Background: an optimization exercise with open tools, aiming at small area and a short achievable clock period. Do not read the settings as production practice. Function was checked by simulation only, so behaviour that the tests miss may differ from the original. Power and IR drop assume default switching activity.

### design/flow/flow/run.sh
#!/bin/bash
# Layout flow: the standard layout (standard synthesis unchanged), with the port buffers
# made from a small buffer instead of the resizer's default delay cell, timing repair aiming
# for a setup slack of 8 ns at the design's clock, and a leaner clock tree. Every tool's
# output goes to a log file in this folder; ORFS keeps its per-step logs under orfs/logs/.
set -euo pipefail
bash standard.sh synth > synth.log 2>&1
bash standard.sh "BUFFER_PORTS_ARGS=-buffer_cell sky130_fd_sc_hd__buf_1" SETUP_SLACK_MARGIN=8 \
    "CTS_ARGS=-sink_clustering_enable -repair_clock_nets -dont_use_dummy_load -sink_clustering_size 24 -sink_clustering_max_diameter 120" finish > layout.log 2>&1
### design/flow/standard.sh
#!/bin/bash
# synth_recipe.tcl (not shown) runs the flow's synth.tcl, then flattens the netlist and writes it again
# the make line also repeats each setting of config.mk as NAME=value (left out here)
make -C /OpenROAD-flow-scripts/flow DESIGN_CONFIG=/design/flow/config.mk WORK_HOME=/design/flow/orfs CLKGATE_MAP_FILE= SYNTH_SCRIPT=/design/flow/synth_recipe.tcl "${@:-finish}"
### design/flow/config.mk
export PLATFORM = sky130hd
export DESIGN_NAME = multi_channel_snooper
export DESIGN_NICKNAME = multi_channel_snooper
export VERILOG_FILES = /design/flow/design.v
export SDC_FILE = /design/flow/constraint.sdc
export NUM_CORES = 4
export LEC_CHECK = 0
export CAP_MARGIN = 20
export CORE_MARGIN = 2
export CORE_UTILIZATION = 40
export SLEW_MARGIN = 20
### design/flow/constraint.sdc
create_clock -name core_clock -period 14.0 [get_ports {clk}]
set_input_delay 2.8000 -clock core_clock [delete_from_list [all_inputs] [get_ports {clk}]]
set_output_delay 2.8000 -clock core_clock [all_outputs]
set_load 0.01 [all_outputs]
### design/flow/design.v
package snoop_pkg;
    typedef enum logic [1:0] {IDLE, MEASURE, REPORT} state_t;
    localparam int WORDS_PER_CH = 5;
endpackage
module snoop_channel
#(
    parameter int TKEEP_WIDTH = 64,
    parameter int CNT_WIDTH   = 20
) (
    input  logic                   clk,
    input  logic                   areset,
    input  logic                   clear,
    input  logic                   beat,
    input  logic                   last,
    input  logic [TKEEP_WIDTH-1:0] keep,
    output logic [CNT_WIDTH-1:0]   flits,
    output logic [CNT_WIDTH-1:0]   pkts,
    output logic [CNT_WIDTH-1:0]   byte_cnt,
    output logic [CNT_WIDTH-1:0]   min_size,
    output logic [CNT_WIDTH-1:0]   max_size,
    output logic                   has_pkt,
    output logic [CNT_WIDTH-1:0]   pkt_size,
    output logic                   pkt_size_valid
);
    localparam logic [CNT_WIDTH-1:0] ONES = '1;
    localparam int HW = CNT_WIDTH - 7;
    logic                 bd;        
    logic                 bl;        
    logic [6:0]          pr;        
    logic [6:0]          pr_d;
    logic [7:0]           acc_lo;
    logic [CNT_WIDTH-1:0] acc;
    logic [CNT_WIDTH-1:0] size_now;
    logic [7:0]           byte_lo;
    logic [HW-1:0]        acc_hi1;
    logic [HW-1:0]        byte_hi1;
    logic                 acc_sat;
    logic                 byte_sat;
    logic                 lt_min;
    logic                 gt_max;
    logic as1;
    logic ac2;
    logic as3;
    logic ac4;
    logic as5;
    logic ac6;
    logic as7;
    logic ac8;
    logic as9;
    logic ac10;
    logic as11;
    logic ac12;
    logic as13;
    logic ac14;
    logic as15;
    logic ac16;
    logic as17;
    logic ac18;
    logic as19;
    logic ac20;
    logic as21;
    logic ac22;
    logic as23;
    logic ac24;
    logic as25;
    logic ac26;
    logic as27;
    logic ac28;
    logic as29;
    logic ac30;
    logic as31;
    logic ac32;
    logic as33;
    logic ac34;
    logic as35;
    logic ac36;
    logic as37;
    logic ac38;
    logic as39;
    logic ac40;
    logic as41;
    logic ac42;
    logic as43;
    logic ac44;
    logic as45;
    logic ac46;
    logic as47;
    logic ac48;
    logic as49;
    logic ac50;
    logic as51;
    logic ac52;
    logic as53;
    logic ac54;
    logic as55;
    logic ac56;
    logic as57;
    logic ac58;
    logic as59;
    logic ac60;
    logic as61;
    logic ac62;
    logic as63;
    logic ac64;
    logic as65;
    logic ac66;
    logic as67;
    logic ac68;
    logic as69;
    logic ac70;
    logic as71;
    logic ac72;
    logic as73;
    logic ac74;
    logic as75;
    logic ac76;
    logic as77;
    logic ac78;
    logic as79;
    logic ac80;
    logic as81;
    logic ac82;
    logic as83;
    logic ac84;
    logic as85;
    logic ac86;
    logic as87;
    logic ac88;
    logic as89;
    logic ac90;
    logic as91;
    logic ac92;
    logic as93;
    logic ac94;
    logic as95;
    logic ac96;
    logic as97;
    logic ac98;
    logic as99;
    logic ac100;
    logic as101;
    logic ac102;
    logic as103;
    logic ac104;
    logic as105;
    logic ac106;
    logic as107;
    logic ac108;
    logic as109;
    logic ac110;
    logic as111;
    logic ac112;
    logic as113;
    logic ac114;
    logic bs115;
    logic bc116;
    logic bs117;
    logic bc118;
    logic bs119;
    logic bc120;
    logic bs121;
    logic bc122;
    logic bs123;
    logic bc124;
    logic bs125;
    logic bc126;
    logic bs127;
    logic bc128;
    logic brs129;
    logic brc130;
    logic brs131;
    logic brc132;
    logic brs133;
    logic brc134;
    logic brs135;
    logic brc136;
    logic brs137;
    logic brc138;
    logic brs139;
    logic brc140;
    logic brs141;
    logic brc142;
    logic ml143;
    logic ml144;
    logic ml145;
    logic ml146;
    logic ml147;
    logic ml148;
    logic ml149;
    logic ml150;
    logic ml151;
    logic ml152;
    logic ml153;
    logic ml154;
    logic ml155;
    logic ml156;
    logic ml157;
    logic ml158;
    logic ml159;
    logic ml160;
    logic ml161;
    logic ml162;
    logic nl163;
    logic nl164;
    logic nl165;
    logic nl166;
    logic nl167;
    logic nl168;
    logic nl169;
    logic nl170;
    logic nl171;
    logic nl172;
    logic nl173;
    logic nl174;
    logic nl175;
    logic nl176;
    logic nl177;
    logic nl178;
    logic nl179;
    logic nl180;
    logic nl181;
    logic nl182;
    assign as1 = ~(~keep[0] ^ keep[10] ^ keep[11]);
    assign ac2 = ~((~keep[0] & ~keep[10]) | (~keep[0] & ~keep[11]) | (~keep[10] & ~keep[11]));
    assign as3 = ~(~keep[12] ^ keep[13] ^ keep[14]);
    assign ac4 = ~((~keep[12] & ~keep[13]) | (~keep[12] & ~keep[14]) | (~keep[13] & ~keep[14]));
    assign as5 = ~(~keep[15] ^ keep[16] ^ keep[17]);
    assign ac6 = ~((~keep[15] & ~keep[16]) | (~keep[15] & ~keep[17]) | (~keep[16] & ~keep[17]));
    assign as7 = ~(~keep[18] ^ keep[19] ^ keep[1]);
    assign ac8 = ~((~keep[18] & ~keep[19]) | (~keep[18] & ~keep[1]) | (~keep[19] & ~keep[1]));
    assign as9 = ~(~keep[20] ^ keep[21] ^ keep[22]);
    assign ac10 = ~((~keep[20] & ~keep[21]) | (~keep[20] & ~keep[22]) | (~keep[21] & ~keep[22]));
    assign as11 = ~(~keep[23] ^ keep[24] ^ keep[25]);
    assign ac12 = ~((~keep[23] & ~keep[24]) | (~keep[23] & ~keep[25]) | (~keep[24] & ~keep[25]));
    assign as13 = ~(~keep[26] ^ keep[27] ^ keep[28]);
    assign ac14 = ~((~keep[26] & ~keep[27]) | (~keep[26] & ~keep[28]) | (~keep[27] & ~keep[28]));
    assign as15 = ~(~keep[29] ^ keep[2] ^ keep[30]);
    assign ac16 = ~((~keep[29] & ~keep[2]) | (~keep[29] & ~keep[30]) | (~keep[2] & ~keep[30]));
    assign as17 = ~(~keep[31] ^ keep[32] ^ keep[33]);
    assign ac18 = ~((~keep[31] & ~keep[32]) | (~keep[31] & ~keep[33]) | (~keep[32] & ~keep[33]));
    assign as19 = ~(~keep[34] ^ keep[35] ^ keep[36]);
    assign ac20 = ~((~keep[34] & ~keep[35]) | (~keep[34] & ~keep[36]) | (~keep[35] & ~keep[36]));
    assign as21 = ~(~keep[37] ^ keep[38] ^ keep[39]);
    assign ac22 = ~((~keep[37] & ~keep[38]) | (~keep[37] & ~keep[39]) | (~keep[38] & ~keep[39]));
    assign as23 = ~(~keep[3] ^ keep[40] ^ keep[41]);
    assign ac24 = ~((~keep[3] & ~keep[40]) | (~keep[3] & ~keep[41]) | (~keep[40] & ~keep[41]));
    assign as25 = ~(~keep[42] ^ keep[43] ^ keep[44]);
    assign ac26 = ~((~keep[42] & ~keep[43]) | (~keep[42] & ~keep[44]) | (~keep[43] & ~keep[44]));
    assign as27 = ~(~keep[45] ^ keep[46] ^ keep[47]);
    assign ac28 = ~((~keep[45] & ~keep[46]) | (~keep[45] & ~keep[47]) | (~keep[46] & ~keep[47]));
    assign as29 = ~(~keep[48] ^ keep[49] ^ keep[4]);
    assign ac30 = ~((~keep[48] & ~keep[49]) | (~keep[48] & ~keep[4]) | (~keep[49] & ~keep[4]));
    assign as31 = ~(~keep[50] ^ keep[51] ^ keep[52]);
    assign ac32 = ~((~keep[50] & ~keep[51]) | (~keep[50] & ~keep[52]) | (~keep[51] & ~keep[52]));
    assign as33 = ~(~keep[53] ^ keep[54] ^ keep[55]);
    assign ac34 = ~((~keep[53] & ~keep[54]) | (~keep[53] & ~keep[55]) | (~keep[54] & ~keep[55]));
    assign as35 = ~(~keep[56] ^ keep[57] ^ keep[58]);
    assign ac36 = ~((~keep[56] & ~keep[57]) | (~keep[56] & ~keep[58]) | (~keep[57] & ~keep[58]));
    assign as37 = ~(~keep[59] ^ keep[5] ^ keep[60]);
    assign ac38 = ~((~keep[59] & ~keep[5]) | (~keep[59] & ~keep[60]) | (~keep[5] & ~keep[60]));
    assign as39 = ~(~keep[61] ^ keep[62] ^ keep[63]);
    assign ac40 = ~((~keep[61] & ~keep[62]) | (~keep[61] & ~keep[63]) | (~keep[62] & ~keep[63]));
    assign as41 = ~(~keep[6] ^ keep[7] ^ keep[8]);
    assign ac42 = ~((~keep[6] & ~keep[7]) | (~keep[6] & ~keep[8]) | (~keep[7] & ~keep[8]));
    assign as43 = ~(~keep[9] ^ as1 ^ as11);
    assign ac44 = ~((~keep[9] & ~as1) | (~keep[9] & ~as11) | (~as1 & ~as11));
    assign as45 = ~(~as13 ^ as15 ^ as17);
    assign ac46 = ~((~as13 & ~as15) | (~as13 & ~as17) | (~as15 & ~as17));
    assign as47 = ~(~as19 ^ as21 ^ as23);
    assign ac48 = ~((~as19 & ~as21) | (~as19 & ~as23) | (~as21 & ~as23));
    assign as49 = ~(~as25 ^ as27 ^ as29);
    assign ac50 = ~((~as25 & ~as27) | (~as25 & ~as29) | (~as27 & ~as29));
    assign as51 = ~(~as3 ^ as31 ^ as33);
    assign ac52 = ~((~as3 & ~as31) | (~as3 & ~as33) | (~as31 & ~as33));
    assign as53 = ~(~as35 ^ as37 ^ as39);
    assign ac54 = ~((~as35 & ~as37) | (~as35 & ~as39) | (~as37 & ~as39));
    assign as55 = ~(~as41 ^ as5 ^ as7);
    assign ac56 = ~((~as41 & ~as5) | (~as41 & ~as7) | (~as5 & ~as7));
    assign as57 = ~(~as9 ^ as43 ^ as45);
    assign ac58 = ~((~as9 & ~as43) | (~as9 & ~as45) | (~as43 & ~as45));
    assign as59 = ~(~as47 ^ as49 ^ as51);
    assign ac60 = ~((~as47 & ~as49) | (~as47 & ~as51) | (~as49 & ~as51));
    assign as61 = ~(~as53 ^ as55 ^ as57);
    assign ac62 = ~((~as53 & ~as55) | (~as53 & ~as57) | (~as55 & ~as57));
    assign as63 = ~(~ac10 ^ ac12 ^ ac14);
    assign ac64 = ~((~ac10 & ~ac12) | (~ac10 & ~ac14) | (~ac12 & ~ac14));
    assign as65 = ~(~ac16 ^ ac18 ^ ac2);
    assign ac66 = ~((~ac16 & ~ac18) | (~ac16 & ~ac2) | (~ac18 & ~ac2));
    assign as67 = ~(~ac20 ^ ac22 ^ ac24);
    assign ac68 = ~((~ac20 & ~ac22) | (~ac20 & ~ac24) | (~ac22 & ~ac24));
    assign as69 = ~(~ac26 ^ ac28 ^ ac30);
    assign ac70 = ~((~ac26 & ~ac28) | (~ac26 & ~ac30) | (~ac28 & ~ac30));
    assign as71 = ~(~ac32 ^ ac34 ^ ac36);
    assign ac72 = ~((~ac32 & ~ac34) | (~ac32 & ~ac36) | (~ac34 & ~ac36));
    assign as73 = ~(~ac38 ^ ac4 ^ ac40);
    assign ac74 = ~((~ac38 & ~ac4) | (~ac38 & ~ac40) | (~ac4 & ~ac40));
    assign as75 = ~(~ac42 ^ ac6 ^ ac8);
    assign ac76 = ~((~ac42 & ~ac6) | (~ac42 & ~ac8) | (~ac6 & ~ac8));
    assign as77 = ~(~ac44 ^ ac46 ^ ac48);
    assign ac78 = ~((~ac44 & ~ac46) | (~ac44 & ~ac48) | (~ac46 & ~ac48));
    assign as79 = ~(~ac50 ^ ac52 ^ ac54);
    assign ac80 = ~((~ac50 & ~ac52) | (~ac50 & ~ac54) | (~ac52 & ~ac54));
    assign as81 = ~(~ac56 ^ as63 ^ as65);
    assign ac82 = ~((~ac56 & ~as63) | (~ac56 & ~as65) | (~as63 & ~as65));
    assign as83 = ~(~as67 ^ as69 ^ as71);
    assign ac84 = ~((~as67 & ~as69) | (~as67 & ~as71) | (~as69 & ~as71));
    assign as85 = ~(~as73 ^ as75 ^ ac58);
    assign ac86 = ~((~as73 & ~as75) | (~as73 & ~ac58) | (~as75 & ~ac58));
    assign as87 = ~(~ac60 ^ as77 ^ as79);
    assign ac88 = ~((~ac60 & ~as77) | (~ac60 & ~as79) | (~as77 & ~as79));
    assign as89 = ~(~as81 ^ as83 ^ ac62);
    assign ac90 = ~((~as81 & ~as83) | (~as81 & ~ac62) | (~as83 & ~ac62));
    assign as91 = ~(~as85 ^ as87 ^ as89);
    assign ac92 = ~((~as85 & ~as87) | (~as85 & ~as89) | (~as87 & ~as89));
    assign as93 = ~(~ac64 ^ ac66 ^ ac68);
    assign ac94 = ~((~ac64 & ~ac66) | (~ac64 & ~ac68) | (~ac66 & ~ac68));
    assign as95 = ~(~ac70 ^ ac72 ^ ac74);
    assign ac96 = ~((~ac70 & ~ac72) | (~ac70 & ~ac74) | (~ac72 & ~ac74));
    assign as97 = ~(~ac76 ^ ac78 ^ ac80);
    assign ac98 = ~((~ac76 & ~ac78) | (~ac76 & ~ac80) | (~ac78 & ~ac80));
    assign as99 = ~(~ac82 ^ ac84 ^ as93);
    assign ac100 = ~((~ac82 & ~ac84) | (~ac82 & ~as93) | (~ac84 & ~as93));
    assign as101 = ~(~as95 ^ ac86 ^ ac88);
    assign ac102 = ~((~as95 & ~ac86) | (~as95 & ~ac88) | (~ac86 & ~ac88));
    assign as103 = ~(~as97 ^ as99 ^ ac90);
    assign ac104 = ~((~as97 & ~as99) | (~as97 & ~ac90) | (~as99 & ~ac90));
    assign as105 = ~(~as101 ^ ac92 ^ as103);
    assign ac106 = ~((~as101 & ~ac92) | (~as101 & ~as103) | (~ac92 & ~as103));
    assign as107 = ~(~ac94 ^ ac96 ^ ac100);
    assign ac108 = ~((~ac94 & ~ac96) | (~ac94 & ~ac100) | (~ac96 & ~ac100));
    assign as109 = ~(~ac98 ^ ac102 ^ as107);
    assign ac110 = ~((~ac98 & ~ac102) | (~ac98 & ~as107) | (~ac102 & ~as107));
    assign as111 = ~(~ac104 ^ as109 ^ ac106);
    assign ac112 = ~((~ac104 & ~as109) | (~ac104 & ~ac106) | (~as109 & ~ac106));
    assign as113 = ~(~ac108 ^ ac110 ^ ac112);
    assign ac114 = ~((~ac108 & ~ac110) | (~ac108 & ~ac112) | (~ac110 & ~ac112));
    assign acc_lo = {1'b0, acc[6:0]} + {1'b0, 1'b0, pr[6], pr[5], pr[4], pr[3], pr[2], pr[0]} + {1'b0, 1'b0, 1'b0, 1'b0, 1'b0, 1'b0, 1'b0, pr[1]};
    assign bs115 = ~(~byte_cnt[0] ^ pr[0] ^ pr[1]);
    assign bc116 = ~((~byte_cnt[0] & ~pr[0]) | (~byte_cnt[0] & ~pr[1]) | (~pr[0] & ~pr[1]));
    assign bs117 = ~(~byte_cnt[1] ^ pr[2] ^ bc116);
    assign bc118 = ~((~byte_cnt[1] & ~pr[2]) | (~byte_cnt[1] & ~bc116) | (~pr[2] & ~bc116));
    assign bs119 = ~(~byte_cnt[2] ^ pr[3] ^ bc118);
    assign bc120 = ~((~byte_cnt[2] & ~pr[3]) | (~byte_cnt[2] & ~bc118) | (~pr[3] & ~bc118));
    assign bs121 = ~(~byte_cnt[3] ^ pr[4] ^ bc120);
    assign bc122 = ~((~byte_cnt[3] & ~pr[4]) | (~byte_cnt[3] & ~bc120) | (~pr[4] & ~bc120));
    assign bs123 = ~(~byte_cnt[4] ^ pr[5] ^ bc122);
    assign bc124 = ~((~byte_cnt[4] & ~pr[5]) | (~byte_cnt[4] & ~bc122) | (~pr[5] & ~bc122));
    assign bs125 = ~(~byte_cnt[5] ^ pr[6] ^ bc124);
    assign bc126 = ~((~byte_cnt[5] & ~pr[6]) | (~byte_cnt[5] & ~bc124) | (~pr[6] & ~bc124));
    assign bs127 = bs115 ^ 1'b0;
    assign bc128 = bs115 & 1'b0;
    assign byte_lo[0] = bs127;
    assign brs129 = ~(~bs117 ^ 1'b0 ^ bc128);
    assign brc130 = ~((~bs117 & ~1'b0) | (~bs117 & ~bc128) | (~1'b0 & ~bc128));
    assign byte_lo[1] = brs129;
    assign brs131 = ~(~bs119 ^ 1'b0 ^ brc130);
    assign brc132 = ~((~bs119 & ~1'b0) | (~bs119 & ~brc130) | (~1'b0 & ~brc130));
    assign byte_lo[2] = brs131;
    assign brs133 = ~(~bs121 ^ 1'b0 ^ brc132);
    assign brc134 = ~((~bs121 & ~1'b0) | (~bs121 & ~brc132) | (~1'b0 & ~brc132));
    assign byte_lo[3] = brs133;
    assign brs135 = ~(~bs123 ^ 1'b0 ^ brc134);
    assign brc136 = ~((~bs123 & ~1'b0) | (~bs123 & ~brc134) | (~1'b0 & ~brc134));
    assign byte_lo[4] = brs135;
    assign brs137 = ~(~bs125 ^ 1'b0 ^ brc136);
    assign brc138 = ~((~bs125 & ~1'b0) | (~bs125 & ~brc136) | (~1'b0 & ~brc136));
    assign byte_lo[5] = brs137;
    assign brs139 = ~(~byte_cnt[6] ^ bc126 ^ brc138);
    assign brc140 = ~((~byte_cnt[6] & ~bc126) | (~byte_cnt[6] & ~brc138) | (~bc126 & ~brc138));
    assign byte_lo[6] = brs139;
    assign brs141 = ~(~1'b0 ^ 1'b0 ^ brc140);
    assign brc142 = ~((~1'b0 & ~1'b0) | (~1'b0 & ~brc140) | (~1'b0 & ~brc140));
    assign byte_lo[7] = brs141;
    assign ml143 = (size_now[0] == min_size[0]) ? 1'b0 : min_size[0];
    assign ml144 = (size_now[1] == min_size[1]) ? ml143 : min_size[1];
    assign ml145 = (size_now[2] == min_size[2]) ? ml144 : min_size[2];
    assign ml146 = (size_now[3] == min_size[3]) ? ml145 : min_size[3];
    assign ml147 = (size_now[4] == min_size[4]) ? ml146 : min_size[4];
    assign ml148 = (size_now[5] == min_size[5]) ? ml147 : min_size[5];
    assign ml149 = (size_now[6] == min_size[6]) ? ml148 : min_size[6];
    assign ml150 = (size_now[7] == min_size[7]) ? ml149 : min_size[7];
    assign ml151 = (size_now[8] == min_size[8]) ? ml150 : min_size[8];
    assign ml152 = (size_now[9] == min_size[9]) ? ml151 : min_size[9];
    assign ml153 = (size_now[10] == min_size[10]) ? ml152 : min_size[10];
    assign ml154 = (size_now[11] == min_size[11]) ? ml153 : min_size[11];
    assign ml155 = (size_now[12] == min_size[12]) ? ml154 : min_size[12];
    assign ml156 = (size_now[13] == min_size[13]) ? ml155 : min_size[13];
    assign ml157 = (size_now[14] == min_size[14]) ? ml156 : min_size[14];
    assign ml158 = (size_now[15] == min_size[15]) ? ml157 : min_size[15];
    assign ml159 = (size_now[16] == min_size[16]) ? ml158 : min_size[16];
    assign ml160 = (size_now[17] == min_size[17]) ? ml159 : min_size[17];
    assign ml161 = (size_now[18] == min_size[18]) ? ml160 : min_size[18];
    assign ml162 = (size_now[19] == min_size[19]) ? ml161 : min_size[19];
    assign nl163 = (max_size[0] == size_now[0]) ? 1'b0 : size_now[0];
    assign nl164 = (max_size[1] == size_now[1]) ? nl163 : size_now[1];
    assign nl165 = (max_size[2] == size_now[2]) ? nl164 : size_now[2];
    assign nl166 = (max_size[3] == size_now[3]) ? nl165 : size_now[3];
    assign nl167 = (max_size[4] == size_now[4]) ? nl166 : size_now[4];
    assign nl168 = (max_size[5] == size_now[5]) ? nl167 : size_now[5];
    assign nl169 = (max_size[6] == size_now[6]) ? nl168 : size_now[6];
    assign nl170 = (max_size[7] == size_now[7]) ? nl169 : size_now[7];
    assign nl171 = (max_size[8] == size_now[8]) ? nl170 : size_now[8];
    assign nl172 = (max_size[9] == size_now[9]) ? nl171 : size_now[9];
    assign nl173 = (max_size[10] == size_now[10]) ? nl172 : size_now[10];
    assign nl174 = (max_size[11] == size_now[11]) ? nl173 : size_now[11];
    assign nl175 = (max_size[12] == size_now[12]) ? nl174 : size_now[12];
    assign nl176 = (max_size[13] == size_now[13]) ? nl175 : size_now[13];
    assign nl177 = (max_size[14] == size_now[14]) ? nl176 : size_now[14];
    assign nl178 = (max_size[15] == size_now[15]) ? nl177 : size_now[15];
    assign nl179 = (max_size[16] == size_now[16]) ? nl178 : size_now[16];
    assign nl180 = (max_size[17] == size_now[17]) ? nl179 : size_now[17];
    assign nl181 = (max_size[18] == size_now[18]) ? nl180 : size_now[18];
    assign nl182 = (max_size[19] == size_now[19]) ? nl181 : size_now[19];
    assign lt_min = ml162;
    assign gt_max = nl182;
    assign pr_d = {7{beat}} & {ac114, as113, as111, as105, as91, as61, as59};
    always_ff @(posedge clk or posedge areset) begin
        if (areset) begin
            bd <= 1'b0;
            bl <= 1'b0;
        end else begin
            bd <= beat;
            bl <= beat & last;
        end
    end
    always_ff @(posedge clk) pr <= pr_d;
    assign acc_hi1  = acc[CNT_WIDTH-1:7] + 1'b1;
    assign acc_sat  = acc_lo[7] & (&acc[CNT_WIDTH-1:7]);
    assign size_now = acc_sat ? ONES :
                      {(acc_lo[7] ? acc_hi1 : acc[CNT_WIDTH-1:7]), acc_lo[6:0]};
    assign byte_hi1 = byte_cnt[CNT_WIDTH-1:7] + 1'b1;
    assign byte_sat = byte_lo[7] & (&byte_cnt[CNT_WIDTH-1:7]);
    always_ff @(posedge clk) begin
        if (clear) begin
            flits    <= '0;
            pkts     <= '0;
            byte_cnt <= '0;
            acc      <= '0;
            has_pkt  <= 1'b0;
        end else begin
            if (bd && flits != ONES) flits <= flits + 1'b1;
            if (bl && pkts != ONES)  pkts  <= pkts + 1'b1;
            byte_cnt <= byte_sat ? ONES :
                        {(byte_lo[7] ? byte_hi1 : byte_cnt[CNT_WIDTH-1:7]), byte_lo[6:0]};
            acc      <= bl ? '0 : size_now;
            if (bl) has_pkt <= 1'b1;
        end
    end
    always_ff @(posedge clk) begin
        if (bl && (!has_pkt || lt_min)) min_size <= size_now;
        if (bl && (!has_pkt || gt_max)) max_size <= size_now;
    end
    assign pkt_size       = size_now;
    assign pkt_size_valid = bl;
endmodule
module multi_channel_snooper
#(
    parameter int NUM_CH      = 4,
    parameter int TDATA_WIDTH = 512,
    parameter int TKEEP_WIDTH = TDATA_WIDTH / 8,
    parameter int CNT_WIDTH   = 20
) (
    input  logic                          clk,
    input  logic                          areset,
    input  logic [NUM_CH*TKEEP_WIDTH-1:0] mon_TKEEP,
    input  logic [NUM_CH-1:0]             mon_TVALID,
    input  logic [NUM_CH-1:0]             mon_TREADY,
    input  logic [NUM_CH-1:0]             mon_TLAST,
    input  logic [NUM_CH-1:0]             ch_enable,
    input  logic                          measure,
    output logic [63:0]                   report_TDATA,
    output logic [7:0]                    report_TKEEP,
    output logic                          report_TVALID,
    input  logic                          report_TREADY,
    output logic                          report_TLAST,
    output logic                          busy,
    output logic [NUM_CH*CNT_WIDTH-1:0]   pkt_size,
    output logic [NUM_CH-1:0]             pkt_size_valid,
    output logic                          measure_sync_out
);
    localparam int NUM_WORDS = 1 + snoop_pkg::WORDS_PER_CH * NUM_CH;
    localparam int IDX_W     = $clog2(NUM_WORDS);
    localparam logic [CNT_WIDTH-1:0] ONES = '1;
    snoop_pkg::state_t    state;
    logic                 clear;
    logic                 in_measure;
    logic [NUM_CH-1:0]    beat;
    logic [CNT_WIDTH-1:0] cycle_cnt;
    logic [IDX_W-1:0]     idx;
    logic                 at_last;
    logic [CNT_WIDTH-1:0] word;
    logic [CNT_WIDTH-1:0] tdata_r;
    logic [CNT_WIDTH-1:0] flits    [NUM_CH];
    logic [CNT_WIDTH-1:0] pkts     [NUM_CH];
    logic [CNT_WIDTH-1:0] byte_cnt [NUM_CH];
    logic [CNT_WIDTH-1:0] min_size [NUM_CH];
    logic [CNT_WIDTH-1:0] max_size [NUM_CH];
    logic [NUM_CH-1:0]    has_pkt;
    assign in_measure = (state == snoop_pkg::MEASURE);
    assign clear      = (state == snoop_pkg::IDLE) && measure;
    assign busy       = (state != snoop_pkg::IDLE);
    assign beat       = {NUM_CH{in_measure}} & mon_TVALID & mon_TREADY & ch_enable;
    assign at_last    = (idx == IDX_W'(NUM_WORDS - 1));
    always_ff @(posedge clk or posedge areset) begin
        if (areset) begin
            state         <= snoop_pkg::IDLE;
            report_TVALID <= 1'b0;
        end else begin
            case (state)
                snoop_pkg::IDLE:    if (measure) state <= snoop_pkg::MEASURE;
                snoop_pkg::MEASURE: if (!measure) state <= snoop_pkg::REPORT;
                snoop_pkg::REPORT: begin
                    if (!report_TVALID) report_TVALID <= 1'b1;
                    else if (report_TREADY && at_last) begin
                        report_TVALID <= 1'b0;
                        state         <= snoop_pkg::IDLE;
                    end
                end
                default: state <= snoop_pkg::IDLE;
            endcase
        end
    end
    logic [IDX_W-1:0] nidx;
    logic             load;
    assign nidx = report_TVALID ? idx + 1'b1 : '0;
    assign load = (state == snoop_pkg::REPORT) && (!report_TVALID || report_TREADY);
    always_ff @(posedge clk) begin
        if (load) begin
            idx      <= nidx;
            tdata_r  <= word;
        end
    end
    always_ff @(posedge clk) begin
        if (clear) cycle_cnt <= '0;
        else if (in_measure && cycle_cnt != ONES) cycle_cnt <= cycle_cnt + 1'b1;
    end
    always_ff @(posedge clk or posedge areset) begin
        if (areset) measure_sync_out <= 1'b0;
        else        measure_sync_out <= measure;
    end
    for (genvar c = 0; c < NUM_CH; c++) begin : g_ch
        snoop_channel #(
            .TKEEP_WIDTH(TKEEP_WIDTH),
            .CNT_WIDTH  (CNT_WIDTH)
        ) u_ch (
            .clk           (clk),
            .areset        (areset),
            .clear         (clear),
            .beat          (beat[c]),
            .last          (mon_TLAST[c]),
            .keep          (mon_TKEEP[c*TKEEP_WIDTH +: TKEEP_WIDTH]),
            .flits         (flits[c]),
            .pkts          (pkts[c]),
            .byte_cnt      (byte_cnt[c]),
            .min_size      (min_size[c]),
            .max_size      (max_size[c]),
            .has_pkt       (has_pkt[c]),
            .pkt_size      (pkt_size[c*CNT_WIDTH +: CNT_WIDTH]),
            .pkt_size_valid(pkt_size_valid[c])
        );
    end
    logic [CNT_WIDTH-1:0] words [NUM_WORDS];
    logic [NUM_WORDS-1:0] sel;
    always_comb begin
        words[0] = cycle_cnt;
        for (int k = 0; k < NUM_WORDS; k++) sel[k] = (nidx == IDX_W'(k));
        for (int c = 0; c < NUM_CH; c++) begin
            words[1 + c*5] = flits[c];
            words[2 + c*5] = pkts[c];
            words[3 + c*5] = byte_cnt[c];
            words[4 + c*5] = min_size[c];
            words[5 + c*5] = max_size[c];
            sel[4 + c*5]   = sel[4 + c*5] & has_pkt[c];
            sel[5 + c*5]   = sel[5 + c*5] & has_pkt[c];
        end
        word = '0;
        for (int k = 0; k < NUM_WORDS; k++)
            word = word | (words[k] & {CNT_WIDTH{sel[k]}});
    end
    assign report_TDATA = 64'(tdata_r);
    assign report_TKEEP = {8{report_TVALID}};
    assign report_TLAST = report_TVALID & at_last;
endmodule
==> flow_metrics.tcl, run 1 <==
set metrics [dict create \
    synth-seq-cells 569 \
    final_layout_size_suffix_gt1_share_pct 8.58 \
    synth_edf_count 185 \
    cts-buffers-inserted 28 \
    crit_fanout 1 \
    p_seq_share_pct 41.2 \
    dieHeight_um 293 \
    max_cap_viol_count 0 \
    synth_cell_type_count 98 \
    place_ws_ps 7040 \
    grt_use_total_pct 25.7 \
    clockBufferDepth 3 \
    place_hpwl_mm 88.2 \
    combPwrFrac_pct 40.1 \
    finalCritPeriodShare_pct 45.2 \
    worstMarginPinSlew_ps 1010 \
    portBuffers 391 \
    vias 27336 \
    status "timing/DRC/antenna clean" \
    place_congestion 1.02 \
    synth_area_um2 33300 \
    crit_top_cell "fa_2" \
    die_area_um2 85600 \
    crit_family "adder cells" \
    crit_chain "buf_6, fa_1, fa_1, fa_1, inv_1, fa_2, inv_2, fa_2, inv_1, fa_2, fa_2, fa_2, fa_2, nor2_1" \
    synth_cells 3347 \
    path_depth 14 \
    io_pins 436 \
    coreArea_um2 82200 \
    cts-root-buf "clkbuf_16" \
    clock-sinks 569 \
    yosysSeqAreaShare_pct 39.9 \
    grt_antenna_before_repair 2 \
    crit_required_ps 14510 \
    synth.most_common_cell "nor2_1" \
    drt-vias-per-instance 5.69 \
    cp-startpoint "mon_TKEEP[155]" \
    path_buf_inv 4 \
    grt_pass1_vias 25952 \
    drc 0 \
    netSwitchingFraction_pct 38.4 \
    clock.fmax_mhz 158 \
    period_minus_slack_ps 6330 \
    wl_mm 113 \
    pwr-share-clk_pct 18.7 \
    ys_warn_count 9 \
    hold_viol 0 \
    regArea_um2 13300 \
    critPathMaxStageDelay_ps 580 \
    async_flop_share_pct 2.11 \
    grt_pass1_wl_mm 166 \
    multiInputGateArea_um2 19100 \
    yosys_most_used_dff "dfxtp_1" \
    cts_hold_buf 0 \
    cp-start-kind "input pin" \
    grt_overflow 0 \
    end_kind "register" \
    synth_top_area_share_pct 22.3 \
    p_int_mw 2.96 \
    fin_ws_ps 7670 \
    worst_path_max_delay_cell "fa_1" \
    maxSlewViolCount 0 \
    wl_per_cell_um 23.5 \
    yosys-top-cells-count "nor2_1 (388), dfxtp_1 (372), fa_1 (260), nand2_1 (252), inv_1 (251)" \
    final_nets 4312 \
    hp-class "reg -> reg" \
    syn_area_per_cell_um2 9.96 \
    cp.arrival_ps 6840 \
    cts_tree "built" \
    finalClockSkew_ps 54.0 \
    htree_num_levels 1 \
    start_util_pct 40.5 \
    r2r_end "g_ch[2].u_ch.byte_cnt[17]" \
    synth.area.top_cells "dfxtp_1 (22%), edfxtp_1 (17%), fa_1 (16%)" \
    first_pass_iters 9 \
    synth_top_cell_by_area "dfxtp_1" \
    setup_viol_count_final 0 \
    reg2reg_slack_ps 8970 \
    relSlewSlack_pct 32.4 \
    clk_latency_ps 640 \
    setup_tns_ps 0 \
    fill_cells 7959 \
    ant_nets 0 \
    die_w_um 293 \
    row_count 105 \
    rsz0062_at_grt "true" \
    clk_pin_slew_worst_paths_ps 90 \
    cp-endpoint "g_ch[2].u_ch.pr[5]" \
    power_switching_mw 1.85 \
    grt_start_max_net_pins 181 \
    r2r_cells 15 \
    drt-initial-drc-count 3378 \
    power.density_nw_per_um2 128 \
    rr_startpoint "g_ch[2].u_ch.byte_cnt[0]" \
    p_leak_nw 14.2 \
    max-vdd-ir-drop_v 0.000104 \
    crit_type "in -> reg" \
    area_growth_pct 12.8 \
]
[power by group through the flow]
stage	sequential (mW)	clock [mW]	combinational, mW
after floorplan	1.95	0	1.37
after global placement	2.01	0	1.84
after detailed placement	2.01	0	1.88
after CTS	1.97	0.914	1.90
after global routing	1.99	0.966	2.22
final	1.98	0.900	1.93
[flip-flops by register name, indices dropped and copies added, names as in the netlist, 20 cells and up]
| name | cells |
|---|---|
| g_ch.u_ch.flits | 80 |
| g_ch.u_ch.min_size | 80 |
| g_ch.u_ch.pr | 28 |
| g_ch.u_ch.byte_cnt | 80 |
| g_ch.u_ch.pkts | 80 |
| cycle_cnt | 20 |
| tdata_r | 20 |
| g_ch.u_ch.max_size | 80 |
| g_ch.u_ch.acc | 80 |
[cells by family after synthesis]
family | share of synthesized area (%)
AND/OR/NAND/NOR | 16.3
AO/OA/AOI/OAI | 14.1
flip-flops | 39.9
buffers and inverters | 5.38
adder cells (fa/ha/maj) | 17.8
XOR/XNOR | 5.54
multiplexers | 0.950
other | 0.0113
[worst register-to-register path: cells and delay by family, from the launching register on]
kind,cells,cell delay (ps)
AOI/OAI and AO/OA,1,150
adders and majority gates,7,2840
and+or+nand+nor,5,1320
buffers and inverters,2,150
DFF,1,390
[what timing repair did]
action                                  CTS  global route
endpoints found under the setup margin   63            80
resized for setup                        81            81
hold endpoints to repair                  0             0
setup buffers                            20            30
pin swaps                                17            30
[metal layers]
metal	vias up	wire [µm]	track usage, %
li1	12475	-	-
met1	13459	47100	35.6
met2	1185	50600	39.9
met3	217	9300	4.14
met4	0	5710	11.0
met5	-	0	0
[cell usage in the layout, fill, tap and decap left out, types with 37 or more instances in the layout]
master / count
buf_1: 380
a22o_1: 53
and3_1: 49
xnor2_1: 79
a221oi_1: 50
buf_4: 81
a21oi_1: 167
edfxtp_1: 185
nand2_1: 250
nand3_1: 111
xor2_1: 132
fa_1: 235
conb_1: 44
o21ai_0: 73
or3_1: 42
a22oi_1: 68
nor3_1: 40
dfxtp_1: 364
a222oi_1: 37
nand4_1: 82
nor2_1: 379
ha_1: 43
inv_1: 237
[layout make-up]
cell class / count / share of cell area [%]
multi-input combinational: 2405 / 50.8
clock buffer: 28 / 1.86
tap: 1070 / 3.56
sequential: 569 / 35.4
antenna: 1 / 0.00666
inverter: 251 / 2.51
timing repair buffer: 478 / 5.89
[stage by stage]
| stage | cell area, µm² | util [%] | total power [mW] | instances | hold WS (ps) |
|---|---|---|---|---|---|
| 4_1_cts | 37000 | 45.0 | 4.79 | 4769 | 509 |
| 6_report | 37600 | 45.7 | 4.80 | 4802 | 513 |
| 2_1_floorplan | 33500 | - | 3.32 | 3390 | 457 |
| 5_1_grt | 37600 | 45.7 | 5.18 | 4801 | 542 |
| 3_3_place_gp | 35800 | 43.6 | 3.85 | 4720 | 481 |
| 3_5_place_dp | 35800 | 43.6 | 3.89 | 4721 | 496 |
[how the worst min path moves through the flow]
stage / slack (ps) / cells after the start / startpoint / endpoint
floorplan: 460 / 2 / g_ch[0].u_ch.byte_cnt[19] / g_ch[0].u_ch.byte_cnt[19]
detailed placement: 500 / 2 / g_ch[3].u_ch.flits[5] / g_ch[3].u_ch.flits[5]
global route: 540 / 2 / g_ch[1].u_ch.flits[18] / g_ch[1].u_ch.flits[18]
global placement: 480 / 2 / cycle_cnt[7] / cycle_cnt[7]
finish: 510 / 2 / g_ch[3].u_ch.flits[13] / g_ch[3].u_ch.flits[13]
CTS: 510 / 2 / g_ch[3].u_ch.flits[5] / g_ch[3].u_ch.flits[5]
==> run 2: changes to the inputs <==
--- a/design/flow/design.v
+++ b/design/flow/design.v
@@ -145,43 +145,43 @@
     logic as105;
     logic ac106;
-    logic as107;
-    logic ac108;
-    logic as109;
-    logic ac110;
-    logic as111;
-    logic ac112;
-    logic as113;
-    logic ac114;
-    logic bs115;
-    logic bc116;
-    logic bs117;
-    logic bc118;
-    logic bs119;
-    logic bc120;
-    logic bs121;
-    logic bc122;
-    logic bs123;
-    logic bc124;
-    logic bs125;
-    logic bc126;
-    logic bs127;
-    logic bc128;
-    logic brs129;
-    logic brc130;
-    logic brs131;
-    logic brc132;
-    logic brs133;
-    logic brc134;
-    logic brs135;
-    logic brc136;
-    logic brs137;
-    logic brc138;
-    logic brs139;
-    logic brc140;
-    logic brs141;
-    logic brc142;
-    logic ml143;
-    logic ml144;
-    logic ml145;
+    logic ax107;
+    logic as108;
+    logic ac109;
+    logic as110;
+    logic ac111;
+    logic as112;
+    logic ac113;
+    logic ax114;
+    logic as115;
+    logic ac116;
+    logic ax117;
+    logic bs118;
+    logic bc119;
+    logic bs120;
+    logic bc121;
+    logic bs122;
+    logic bc123;
+    logic bs124;
+    logic bc125;
+    logic bs126;
+    logic bc127;
+    logic bs128;
+    logic bc129;
+    logic bs130;
+    logic bc131;
+    logic brs132;
+    logic brc133;
+    logic brs134;
+    logic brc135;
+    logic brs136;
+    logic brc137;
+    logic brs138;
+    logic brc139;
+    logic brs140;
+    logic brc141;
+    logic brs142;
+    logic brc143;
+    logic brs144;
+    logic brc145;
     logic ml146;
     logic ml147;
@@ -201,7 +201,7 @@
     logic ml161;
     logic ml162;
-    logic nl163;
-    logic nl164;
-    logic nl165;
+    logic ml163;
+    logic ml164;
+    logic ml165;
     logic nl166;
     logic nl167;
@@ -221,4 +221,7 @@
     logic nl181;
     logic nl182;
+    logic nl183;
+    logic nl184;
+    logic nl185;
     assign as1 = ~(~keep[0] ^ keep[10] ^ keep[11]);
     assign ac2 = ~((~keep[0] & ~keep[10]) | (~keep[0] & ~keep[11]) | (~keep[10] & ~keep[11]));
@@ -325,94 +328,97 @@
     assign as103 = ~(~as97 ^ as99 ^ ac90);
     assign ac104 = ~((~as97 & ~as99) | (~as97 & ~ac90) | (~as99 & ~ac90));
-    assign as105 = ~(~as101 ^ ac92 ^ as103);
-    assign ac106 = ~((~as101 & ~ac92) | (~as101 & ~as103) | (~ac92 & ~as103));
-    assign as107 = ~(~ac94 ^ ac96 ^ ac100);
-    assign ac108 = ~((~ac94 & ~ac96) | (~ac94 & ~ac100) | (~ac96 & ~ac100));
-    assign as109 = ~(~ac98 ^ ac102 ^ as107);
-    assign ac110 = ~((~ac98 & ~ac102) | (~ac98 & ~as107) | (~ac102 & ~as107));
-    assign as111 = ~(~ac104 ^ as109 ^ ac106);
-    assign ac112 = ~((~ac104 & ~as109) | (~ac104 & ~ac106) | (~as109 & ~ac106));
-    assign as113 = ~(~ac108 ^ ac110 ^ ac112);
-    assign ac114 = ~((~ac108 & ~ac110) | (~ac108 & ~ac112) | (~ac110 & ~ac112));
+    assign ax107 = as101 ^ ac92;
+    assign as105 = ax107 ^ as103;
+    assign ac106 = ax107 ? as103 : as101;
+    assign as108 = ~(~ac94 ^ ac96 ^ ac100);
+    assign ac109 = ~((~ac94 & ~ac96) | (~ac94 & ~ac100) | (~ac96 & ~ac100));
+    assign as110 = ~(~ac98 ^ ac102 ^ as108);
+    assign ac111 = ~((~ac98 & ~ac102) | (~ac98 & ~as108) | (~ac102 & ~as108));
+    assign ax114 = ac104 ^ as110;
+    assign as112 = ax114 ^ ac106;
+    assign ac113 = ax114 ? ac106 : ac104;
+    assign ax117 = ac109 ^ ac111;
+    assign as115 = ax117 ^ ac113;
+    assign ac116 = ax117 ? ac113 : ac109;
     assign acc_lo = {1'b0, acc[6:0]} + {1'b0, 1'b0, pr[6], pr[5], pr[4], pr[3], pr[2], pr[0]} + {1'b0, 1'b0, 1'b0, 1'b0, 1'b0, 1'b0, 1'b0, pr[1]};
-    assign bs115 = ~(~byte_cnt[0] ^ pr[0] ^ pr[1]);
-    assign bc116 = ~((~byte_cnt[0] & ~pr[0]) | (~byte_cnt[0] & ~pr[1]) | (~pr[0] & ~pr[1]));
-    assign bs117 = ~(~byte_cnt[1] ^ pr[2] ^ bc116);
-    assign bc118 = ~((~byte_cnt[1] & ~pr[2]) | (~byte_cnt[1] & ~bc116) | (~pr[2] & ~bc116));
-    assign bs119 = ~(~byte_cnt[2] ^ pr[3] ^ bc118);
-    assign bc120 = ~((~byte_cnt[2] & ~pr[3]) | (~byte_cnt[2] & ~bc118) | (~pr[3] & ~bc118));
-    assign bs121 = ~(~byte_cnt[3] ^ pr[4] ^ bc120);
-    assign bc122 = ~((~byte_cnt[3] & ~pr[4]) | (~byte_cnt[3] & ~bc120) | (~pr[4] & ~bc120));
-    assign bs123 = ~(~byte_cnt[4] ^ pr[5] ^ bc122);
-    assign bc124 = ~((~byte_cnt[4] & ~pr[5]) | (~byte_cnt[4] & ~bc122) | (~pr[5] & ~bc122));
-    assign bs125 = ~(~byte_cnt[5] ^ pr[6] ^ bc124);
-    assign bc126 = ~((~byte_cnt[5] & ~pr[6]) | (~byte_cnt[5] & ~bc124) | (~pr[6] & ~bc124));
-    assign bs127 = bs115 ^ 1'b0;
-    assign bc128 = bs115 & 1'b0;
-    assign byte_lo[0] = bs127;
-    assign brs129 = ~(~bs117 ^ 1'b0 ^ bc128);
-    assign brc130 = ~((~bs117 & ~1'b0) | (~bs117 & ~bc128) | (~1'b0 & ~bc128));
-    assign byte_lo[1] = brs129;
-    assign brs131 = ~(~bs119 ^ 1'b0 ^ brc130);
-    assign brc132 = ~((~bs119 & ~1'b0) | (~bs119 & ~brc130) | (~1'b0 & ~brc130));
-    assign byte_lo[2] = brs131;
-    assign brs133 = ~(~bs121 ^ 1'b0 ^ brc132);
-    assign brc134 = ~((~bs121 & ~1'b0) | (~bs121 & ~brc132) | (~1'b0 & ~brc132));
-    assign byte_lo[3] = brs133;
-    assign brs135 = ~(~bs123 ^ 1'b0 ^ brc134);
-    assign brc136 = ~((~bs123 & ~1'b0) | (~bs123 & ~brc134) | (~1'b0 & ~brc134));
-    assign byte_lo[4] = brs135;
-    assign brs137 = ~(~bs125 ^ 1'b0 ^ brc136);
-    assign brc138 = ~((~bs125 & ~1'b0) | (~bs125 & ~brc136) | (~1'b0 & ~brc136));
-    assign byte_lo[5] = brs137;
-    assign brs139 = ~(~byte_cnt[6] ^ bc126 ^ brc138);
-    assign brc140 = ~((~byte_cnt[6] & ~bc126) | (~byte_cnt[6] & ~brc138) | (~bc126 & ~brc138));
-    assign byte_lo[6] = brs139;
-    assign brs141 = ~(~1'b0 ^ 1'b0 ^ brc140);
-    assign brc142 = ~((~1'b0 & ~1'b0) | (~1'b0 & ~brc140) | (~1'b0 & ~brc140));
-    assign byte_lo[7] = brs141;
-    assign ml143 = (size_now[0] == min_size[0]) ? 1'b0 : min_size[0];
-    assign ml144 = (size_now[1] == min_size[1]) ? ml143 : min_size[1];
-    assign ml145 = (size_now[2] == min_size[2]) ? ml144 : min_size[2];
-    assign ml146 = (size_now[3] == min_size[3]) ? ml145 : min_size[3];
-    assign ml147 = (size_now[4] == min_size[4]) ? ml146 : min_size[4];
-    assign ml148 = (size_now[5] == min_size[5]) ? ml147 : min_size[5];
-    assign ml149 = (size_now[6] == min_size[6]) ? ml148 : min_size[6];
-    assign ml150 = (size_now[7] == min_size[7]) ? ml149 : min_size[7];
-    assign ml151 = (size_now[8] == min_size[8]) ? ml150 : min_size[8];
-    assign ml152 = (size_now[9] == min_size[9]) ? ml151 : min_size[9];
-    assign ml153 = (size_now[10] == min_size[10]) ? ml152 : min_size[10];
-    assign ml154 = (size_now[11] == min_size[11]) ? ml153 : min_size[11];
-    assign ml155 = (size_now[12] == min_size[12]) ? ml154 : min_size[12];
-    assign ml156 = (size_now[13] == min_size[13]) ? ml155 : min_size[13];
-    assign ml157 = (size_now[14] == min_size[14]) ? ml156 : min_size[14];
-    assign ml158 = (size_now[15] == min_size[15]) ? ml157 : min_size[15];
-    assign ml159 = (size_now[16] == min_size[16]) ? ml158 : min_size[16];
-    assign ml160 = (size_now[17] == min_size[17]) ? ml159 : min_size[17];
-    assign ml161 = (size_now[18] == min_size[18]) ? ml160 : min_size[18];
-    assign ml162 = (size_now[19] == min_size[19]) ? ml161 : min_size[19];
-    assign nl163 = (max_size[0] == size_now[0]) ? 1'b0 : size_now[0];
-    assign nl164 = (max_size[1] == size_now[1]) ? nl163 : size_now[1];
-    assign nl165 = (max_size[2] == size_now[2]) ? nl164 : size_now[2];
-    assign nl166 = (max_size[3] == size_now[3]) ? nl165 : size_now[3];
-    assign nl167 = (max_size[4] == size_now[4]) ? nl166 : size_now[4];
-    assign nl168 = (max_size[5] == size_now[5]) ? nl167 : size_now[5];
-    assign nl169 = (max_size[6] == size_now[6]) ? nl168 : size_now[6];
-    assign nl170 = (max_size[7] == size_now[7]) ? nl169 : size_now[7];
-    assign nl171 = (max_size[8] == size_now[8]) ? nl170 : size_now[8];
-    assign nl172 = (max_size[9] == size_now[9]) ? nl171 : size_now[9];
-    assign nl173 = (max_size[10] == size_now[10]) ? nl172 : size_now[10];
-    assign nl174 = (max_size[11] == size_now[11]) ? nl173 : size_now[11];
-    assign nl175 = (max_size[12] == size_now[12]) ? nl174 : size_now[12];
-    assign nl176 = (max_size[13] == size_now[13]) ? nl175 : size_now[13];
-    assign nl177 = (max_size[14] == size_now[14]) ? nl176 : size_now[14];
-    assign nl178 = (max_size[15] == size_now[15]) ? nl177 : size_now[15];
-    assign nl179 = (max_size[16] == size_now[16]) ? nl178 : size_now[16];
-    assign nl180 = (max_size[17] == size_now[17]) ? nl179 : size_now[17];
-    assign nl181 = (max_size[18] == size_now[18]) ? nl180 : size_now[18];
-    assign nl182 = (max_size[19] == size_now[19]) ? nl181 : size_now[19];
-    assign lt_min = ml162;
-    assign gt_max = nl182;
-    assign pr_d = {7{beat}} & {ac114, as113, as111, as105, as91, as61, as59};
+    assign bs118 = ~(~byte_cnt[0] ^ pr[0] ^ pr[1]);
+    assign bc119 = ~((~byte_cnt[0] & ~pr[0]) | (~byte_cnt[0] & ~pr[1]) | (~pr[0] & ~pr[1]));
+    assign bs120 = ~(~byte_cnt[1] ^ pr[2] ^ bc119);
+    assign bc121 = ~((~byte_cnt[1] & ~pr[2]) | (~byte_cnt[1] & ~bc119) | (~pr[2] & ~bc119));
+    assign bs122 = ~(~byte_cnt[2] ^ pr[3] ^ bc121);
+    assign bc123 = ~((~byte_cnt[2] & ~pr[3]) | (~byte_cnt[2] & ~bc121) | (~pr[3] & ~bc121));
+    assign bs124 = ~(~byte_cnt[3] ^ pr[4] ^ bc123);
+    assign bc125 = ~((~byte_cnt[3] & ~pr[4]) | (~byte_cnt[3] & ~bc123) | (~pr[4] & ~bc123));
+    assign bs126 = ~(~byte_cnt[4] ^ pr[5] ^ bc125);
+    assign bc127 = ~((~byte_cnt[4] & ~pr[5]) | (~byte_cnt[4] & ~bc125) | (~pr[5] & ~bc125));
+    assign bs128 = ~(~byte_cnt[5] ^ pr[6] ^ bc127);
+    assign bc129 = ~((~byte_cnt[5] & ~pr[6]) | (~byte_cnt[5] & ~bc127) | (~pr[6] & ~bc127));
+    assign bs130 = bs118 ^ 1'b0;
+    assign bc131 = bs118 & 1'b0;
+    assign byte_lo[0] = bs130;
+    assign brs132 = ~(~bs120 ^ 1'b0 ^ bc131);
+    assign brc133 = ~((~bs120 & ~1'b0) | (~bs120 & ~bc131) | (~1'b0 & ~bc131));
+    assign byte_lo[1] = brs132;
+    assign brs134 = ~(~bs122 ^ 1'b0 ^ brc133);
+    assign brc135 = ~((~bs122 & ~1'b0) | (~bs122 & ~brc133) | (~1'b0 & ~brc133));
+    assign byte_lo[2] = brs134;
+    assign brs136 = ~(~bs124 ^ 1'b0 ^ brc135);
+    assign brc137 = ~((~bs124 & ~1'b0) | (~bs124 & ~brc135) | (~1'b0 & ~brc135));
+    assign byte_lo[3] = brs136;
+    assign brs138 = ~(~bs126 ^ 1'b0 ^ brc137);
+    assign brc139 = ~((~bs126 & ~1'b0) | (~bs126 & ~brc137) | (~1'b0 & ~brc137));
+    assign byte_lo[4] = brs138;
+    assign brs140 = ~(~bs128 ^ 1'b0 ^ brc139);
+    assign brc141 = ~((~bs128 & ~1'b0) | (~bs128 & ~brc139) | (~1'b0 & ~brc139));
+    assign byte_lo[5] = brs140;
+    assign brs142 = ~(~byte_cnt[6] ^ bc129 ^ brc141);
+    assign brc143 = ~((~byte_cnt[6] & ~bc129) | (~byte_cnt[6] & ~brc141) | (~bc129 & ~brc141));
+    assign byte_lo[6] = brs142;
+    assign brs144 = ~(~1'b0 ^ 1'b0 ^ brc143);
+    assign brc145 = ~((~1'b0 & ~1'b0) | (~1'b0 & ~brc143) | (~1'b0 & ~brc143));
+    assign byte_lo[7] = brs144;
+    assign ml146 = (size_now[0] == min_size[0]) ? 1'b0 : min_size[0];
+    assign ml147 = (size_now[1] == min_size[1]) ? ml146 : min_size[1];
+    assign ml148 = (size_now[2] == min_size[2]) ? ml147 : min_size[2];
+    assign ml149 = (size_now[3] == min_size[3]) ? ml148 : min_size[3];
+    assign ml150 = (size_now[4] == min_size[4]) ? ml149 : min_size[4];
+    assign ml151 = (size_now[5] == min_size[5]) ? ml150 : min_size[5];
+    assign ml152 = (size_now[6] == min_size[6]) ? ml151 : min_size[6];
+    assign ml153 = (size_now[7] == min_size[7]) ? ml152 : min_size[7];
+    assign ml154 = (size_now[8] == min_size[8]) ? ml153 : min_size[8];
+    assign ml155 = (size_now[9] == min_size[9]) ? ml154 : min_size[9];
+    assign ml156 = (size_now[10] == min_size[10]) ? ml155 : min_size[10];
+    assign ml157 = (size_now[11] == min_size[11]) ? ml156 : min_size[11];
+    assign ml158 = (size_now[12] == min_size[12]) ? ml157 : min_size[12];
+    assign ml159 = (size_now[13] == min_size[13]) ? ml158 : min_size[13];
+    assign ml160 = (size_now[14] == min_size[14]) ? ml159 : min_size[14];
+    assign ml161 = (size_now[15] == min_size[15]) ? ml160 : min_size[15];
+    assign ml162 = (size_now[16] == min_size[16]) ? ml161 : min_size[16];
+    assign ml163 = (size_now[17] == min_size[17]) ? ml162 : min_size[17];
+    assign ml164 = (size_now[18] == min_size[18]) ? ml163 : min_size[18];
+    assign ml165 = (size_now[19] == min_size[19]) ? ml164 : min_size[19];
+    assign nl166 = (max_size[0] == size_now[0]) ? 1'b0 : size_now[0];
+    assign nl167 = (max_size[1] == size_now[1]) ? nl166 : size_now[1];
+    assign nl168 = (max_size[2] == size_now[2]) ? nl167 : size_now[2];
+    assign nl169 = (max_size[3] == size_now[3]) ? nl168 : size_now[3];
+    assign nl170 = (max_size[4] == size_now[4]) ? nl169 : size_now[4];
+    assign nl171 = (max_size[5] == size_now[5]) ? nl170 : size_now[5];
+    assign nl172 = (max_size[6] == size_now[6]) ? nl171 : size_now[6];
+    assign nl173 = (max_size[7] == size_now[7]) ? nl172 : size_now[7];
+    assign nl174 = (max_size[8] == size_now[8]) ? nl173 : size_now[8];
+    assign nl175 = (max_size[9] == size_now[9]) ? nl174 : size_now[9];
+    assign nl176 = (max_size[10] == size_now[10]) ? nl175 : size_now[10];
+    assign nl177 = (max_size[11] == size_now[11]) ? nl176 : size_now[11];
+    assign nl178 = (max_size[12] == size_now[12]) ? nl177 : size_now[12];
+    assign nl179 = (max_size[13] == size_now[13]) ? nl178 : size_now[13];
+    assign nl180 = (max_size[14] == size_now[14]) ? nl179 : size_now[14];
+    assign nl181 = (max_size[15] == size_now[15]) ? nl180 : size_now[15];
+    assign nl182 = (max_size[16] == size_now[16]) ? nl181 : size_now[16];
+    assign nl183 = (max_size[17] == size_now[17]) ? nl182 : size_now[17];
+    assign nl184 = (max_size[18] == size_now[18]) ? nl183 : size_now[18];
+    assign nl185 = (max_size[19] == size_now[19]) ? nl184 : size_now[19];
+    assign lt_min = ml165;
+    assign gt_max = nl185;
+    assign pr_d = {7{beat}} & {ac116, as115, as112, as105, as91, as61, as59};
     always_ff @(posedge clk or posedge areset) begin
         if (areset) begin
@@ -486,9 +492,10 @@
     logic                 in_measure;
     logic [NUM_CH-1:0]    beat;
-    logic [CNT_WIDTH-1:0] cycle_cnt;
     logic [IDX_W-1:0]     idx;
+    logic [IDX_W-1:0]     nidx;
     logic                 at_last;
+    logic                 next_word;
     logic [CNT_WIDTH-1:0] word;
-    logic [CNT_WIDTH-1:0] tdata_r;
+    logic [CNT_WIDTH-1:0] cyc_data;
     logic [CNT_WIDTH-1:0] flits    [NUM_CH];
     logic [CNT_WIDTH-1:0] pkts     [NUM_CH];
@@ -502,4 +509,5 @@
     assign beat       = {NUM_CH{in_measure}} & mon_TVALID & mon_TREADY & ch_enable;
     assign at_last    = (idx == IDX_W'(NUM_WORDS - 1));
+    assign next_word  = report_TVALID && report_TREADY;
     always_ff @(posedge clk or posedge areset) begin
         if (areset) begin
@@ -521,17 +529,13 @@
         end
     end
-    logic [IDX_W-1:0] nidx;
-    logic             load;
-    assign nidx = report_TVALID ? idx + 1'b1 : '0;
-    assign load = (state == snoop_pkg::REPORT) && (!report_TVALID || report_TREADY);
+    assign nidx = idx + 1'b1;
     always_ff @(posedge clk) begin
-        if (load) begin
-            idx      <= nidx;
-            tdata_r  <= word;
-        end
+        if (!report_TVALID) idx <= '0;
+        else if (report_TREADY) idx <= nidx;
     end
     always_ff @(posedge clk) begin
-        if (clear) cycle_cnt <= '0;
-        else if (in_measure && cycle_cnt != ONES) cycle_cnt <= cycle_cnt + 1'b1;
+        if (clear)                               cyc_data <= '0;
+        else if (in_measure && cyc_data != ONES) cyc_data <= cyc_data + 1'b1;
+        else if (next_word)                      cyc_data <= word;
     end
     always_ff @(posedge clk or posedge areset) begin
@@ -560,9 +564,8 @@
         );
     end
-    logic [CNT_WIDTH-1:0] words [NUM_WORDS];
-    logic [NUM_WORDS-1:0] sel;
+    logic [CNT_WIDTH-1:0] words [1:NUM_WORDS-1];
+    logic [NUM_WORDS-1:1] sel;
     always_comb begin
-        words[0] = cycle_cnt;
-        for (int k = 0; k < NUM_WORDS; k++) sel[k] = (nidx == IDX_W'(k));
+        for (int k = 1; k < NUM_WORDS; k++) sel[k] = (nidx == IDX_W'(k));
         for (int c = 0; c < NUM_CH; c++) begin
             words[1 + c*5] = flits[c];
@@ -575,8 +578,8 @@
         end
         word = '0;
-        for (int k = 0; k < NUM_WORDS; k++)
+        for (int k = 1; k < NUM_WORDS; k++)
             word = word | (words[k] & {CNT_WIDTH{sel[k]}});
     end
-    assign report_TDATA = 64'(tdata_r);
+    assign report_TDATA = 64'(cyc_data);
     assign report_TKEEP = {8{report_TVALID}};
     assign report_TLAST = report_TVALID & at_last;
--- a/design/flow/flow/run.sh
+++ b/design/flow/flow/run.sh
@@ -6,4 +6,4 @@
 set -euo pipefail
 bash standard.sh synth > synth.log 2>&1
-bash standard.sh "BUFFER_PORTS_ARGS=-buffer_cell sky130_fd_sc_hd__buf_1" SETUP_SLACK_MARGIN=8 \
+bash standard.sh "BUFFER_PORTS_ARGS=-buffer_cell sky130_fd_sc_hd__buf_1" \
     "CTS_ARGS=-sink_clustering_enable -repair_clock_nets -dont_use_dummy_load -sink_clustering_size 24 -sink_clustering_max_diameter 120" finish > layout.log 2>&1
==> run 2 against run 1 <==
Net effect: first-iteration DRC count fell by 6.8%; register-to-register slack got worse by 30 ps; combinational power rose by 4%; setup slack got worse by 510 ps; sequential cell count fell by 20; largest power group is now combinational logic; utilization fell by 1.6 points; non-clock buffer count fell by 47; hold slack got worse by 14 ps; final area fell by 4.2%; routed wire length fell by 2.5%; die area fell by 1.4%; power fell by 1.2%.
==> flow_metrics.tcl, run 2 <==
set metrics [dict create \
    drt-initial-drc-count 3147 \
    dpl-instance-area_um2 35300 \
    wl_mm 110 \
    hold_end "g_ch[2].u_ch.acc[17]" \
    dieHeight_um 291 \
    clock-sinks 549 \
    cts_hold_buf 0 \
    cts_tree "built" \
    synth.area.top_cells "dfxtp_1 (23%), fa_1 (15%), edfxtp_1 (15%)" \
    final_common_cell "nor2_1" \
    pwr-share-clk_pct 18.1 \
    p_int_mw 2.95 \
    start_util_pct 40.2 \
    dpl.cell_count 4758 \
    r2r_end "g_ch[2].u_ch.min_size[15]" \
    vias 27096 \
    hp-class "reg -> reg" \
    cts-buffers-inserted 26 \
    period_minus_slack_ps 6840 \
    die_w_um 291 \
    final_layout_size_suffix_gt1_share_pct 3.36 \
    p_leak_nw 13.6 \
    worstMarginPinSlew_ps 1170 \
    async_flop_share_pct 2.19 \
    wl_per_cell_um 22.9 \
    worst_hold_path.num_cells 1 \
    die_area_um2 84500 \
    io_pins 436 \
    relSlewSlack_pct 21.7 \
    row_count 105 \
    status "timing/DRC/antenna clean" \
    synth.most_common_cell "nor2_1" \
    cts-root-buf "clkbuf_16" \
    ys_warn_count 9 \
    grt_use_total_pct 25.3 \
    end_kind "output port" \
    fin_cells 4787 \
    grt_overflow 0 \
    finalCritPeriodShare_pct 48.8 \
    power.density_nw_per_um2 132 \
    synth_edf_count 160 \
    place_hpwl_mm 87.9 \
    reg2reg_slack_ps 8940 \
    coreArea_um2 81700 \
    netSwitchingFraction_pct 37.9 \
    cts_setup_buffers 0 \
    place_congestion 0.939 \
    route.met3.wl_mm 8.44 \
    htree_num_levels 1 \
    crit_fanout 9 \
    clock.fmax_mhz 146 \
    area_growth_pct 9.65 \
    grt_antenna_before_repair 3 \
    r2r_cells 15 \
    synth_top_cell_by_area "dfxtp_1" \
    clockBufferDepth 3 \
    first_pass_iters 9 \
    grt_pass1_vias 25388 \
    ant_nets 0 \
    rsz0062_at_grt "false" \
    top_layer_used "met5" \
    max_cap_viol_count 0 \
    setup_viol_count_final 0 \
    synth-seq-cells 549 \
    final_nets 4288 \
    yosys-top-cells-count "nor2_1 (405), dfxtp_1 (377), fa_1 (248), inv_1 (242), nand2_1 (217)" \
    hold_viol 0 \
    portBuffers 391 \
    max-vdd-ir-drop_v 0.000117 \
    yosysSeqAreaShare_pct 38.5 \
    synth_cell_type_count 94 \
    hp-start "g_ch[2].u_ch.acc[17]" \
    whs_ps 499 \
    clk_pin_slew_worst_paths_ps 100 \
    synth_area_um2 32900 \
    yosys_most_used_dff "dfxtp_1" \
    fill_cells 8100 \
    ctsResizeCount 0 \
    drc 0 \
    maxSlewViolCount 0 \
    layout_common_cells "nor2_1 (404), buf_1 (391), dfxtp_1 (377), fa_1 (248), inv_1 (242)" \
    combPwrFrac_pct 42.4 \
    crit_required_ps 11200 \
    finalClockSkew_ps 43.2 \
    grt_start_max_net_pins 86 \
    m1WireLength_mm 46.2 \
    crit_type "reg -> out" \
    setup_tns_ps 0 \
    power_switching_mw 1.80 \
    stdcell_area_um2 36000 \
    cp-start-kind "register" \
    rr_startpoint "g_ch[2].u_ch.pr[0]" \
    cp.arrival_ps 4040 \
    synth_top_area_share_pct 23.0 \
    p_seq_share_pct 39.5 \
    syn_area_per_cell_um2 9.73 \
    synth_cells 3378 \
    met2RoutedLength_mm 50.4 \
    clk_latency_ps 620 \
    grt_pass1_wl_mm 163 \
    drt-vias-per-instance 5.66 \
]
## run 2: cell types whose count changed in the layout (fill, tap and decap cells not counted), moves of 23 or more
cell	previous run	this run
buf_4	81	38
a21oi_1	167	207
nand2_1	250	217
edfxtp_1	185	160
fa_2	25	0
nor2_1	379	404
xnor2_1	79	102
## run 2: logic make-up (layout without fill, tap and decap cells)
family	after synthesis	after routing	synth area share [%]
XOR/XNOR	231	231	6.16
AND/OR/NAND/NOR	1109	1109	15.9
AO/OA/AOI/OAI	720	720	15.2
other	1	45	0.0114
flip-flops	549	549	38.5
buffers and inverters	407	702	5.31
multiplexers	32	32	0.990
adder cells (fa/ha/maj)	329	329	17.9
## run 2: worst max-delay path: stages, from the launching register on
cell and delay, ps:
dfxtp_1 480, inv_1 110, fa_1 430, nor2b_1 130, o21ai_1 100, a21boi_1 250
o211ai_2 260, a211oi_1 610, a31oi_1 190, a21oi_1 620, buf_1 220
## run 2: area by class of cell
| type | instances | area (µm²) | share of cell area, % |
|---|---|---|---|
| diodes | 1 | 2.50 | 0.00695 |
| multi-input cells | 2465 | 18700 | 51.9 |
| inverters | 245 | 920 | 2.55 |
| well taps | 1070 | 1340 | 3.72 |
| clock buffers | 26 | 651 | 1.81 |
| repair buffers | 431 | 1780 | 4.94 |
| flip-flops and latches | 549 | 12700 | 35.1 |
## run 2: power groups by stage
| stage | Clock (mW) | Sequential, mW | Combinational (mW) |
|---|---|---|---|
| after global placement | 0 | 1.91 | 2.01 |
| after global routing | 0.922 | 1.88 | 2.31 |
| after CTS | 0.872 | 1.87 | 2.04 |
| final | 0.858 | 1.87 | 2.01 |
| after detailed placement | 0 | 1.91 | 2.04 |
| after floorplan | 0 | 1.85 | 1.57 |
## run 2: how the worst max path moves through the flow
stage | startpoint | endpoint | slack [ps]
2_1_floorplan | mon_TKEEP[192] | g_ch[3].u_ch.pr[6] | 7610
3_3_place_gp | mon_TKEEP[192] | g_ch[3].u_ch.pr[6] | 7350
3_5_place_dp | mon_TKEEP[192] | g_ch[3].u_ch.pr[6] | 7320
4_1_cts | g_ch[2].u_ch.pr[0] | pkt_size[57] | 7200
5_1_grt | g_ch[1].u_ch.pr[0] | pkt_size[36] | 7020
6_report | g_ch[2].u_ch.pr[0] | pkt_size[57] | 7160
## run 2: per-layer routing
| metal | track usage [%] | up-vias |
|---|---|---|
| li1 | - | 12500 |
| met1 | 35.0 | 13325 |
| met2 | 40.1 | 1101 |
| met3 | 3.46 | 168 |
| met4 | 10.0 | 2 |
| met5 | 0 | - |
## run 2: through the flow
step,setup slack (ps),power (mW),util (%)
floorplan,7610,3.42,-
global placement,7350,3.92,43.3
detailed placement,7320,3.95,43.3
global route,7020,5.12,44.1
CTS,7200,4.79,44.1
finish,7160,4.75,44.1

[re-timing with driven ports]
The flow's constraints put no driver on any port. The routed layouts listed below were extracted and timed again, unchanged, in two steps. Step 1: set_driving_cell puts a clkbuf_16 on clk and a buf_2 on each other input, an assumption about the parent block. Step 2 moves the port delays by t, midway between the first and last clock arrival at a register: inputs arrive t later, outputs are due t later. That takes back most of the time a late clock gives input paths. a / b / c = ideal ports / drivers / drivers and shift; a / b = the first two.
run	t (ns)	setup slack, ns	clock arrival spread, ns
run 1	0.681	7.669 / 7.700 / 7.019	0.054 / 0.054
run 2	0.672	7.163 / 7.092 / 7.353	0.043 / 0.043
After both steps setup and hold are still met in every run listed. The setup slack of run 1, which loses most, moves by +0.031 ns with the drivers and by -0.650 ns with both steps.
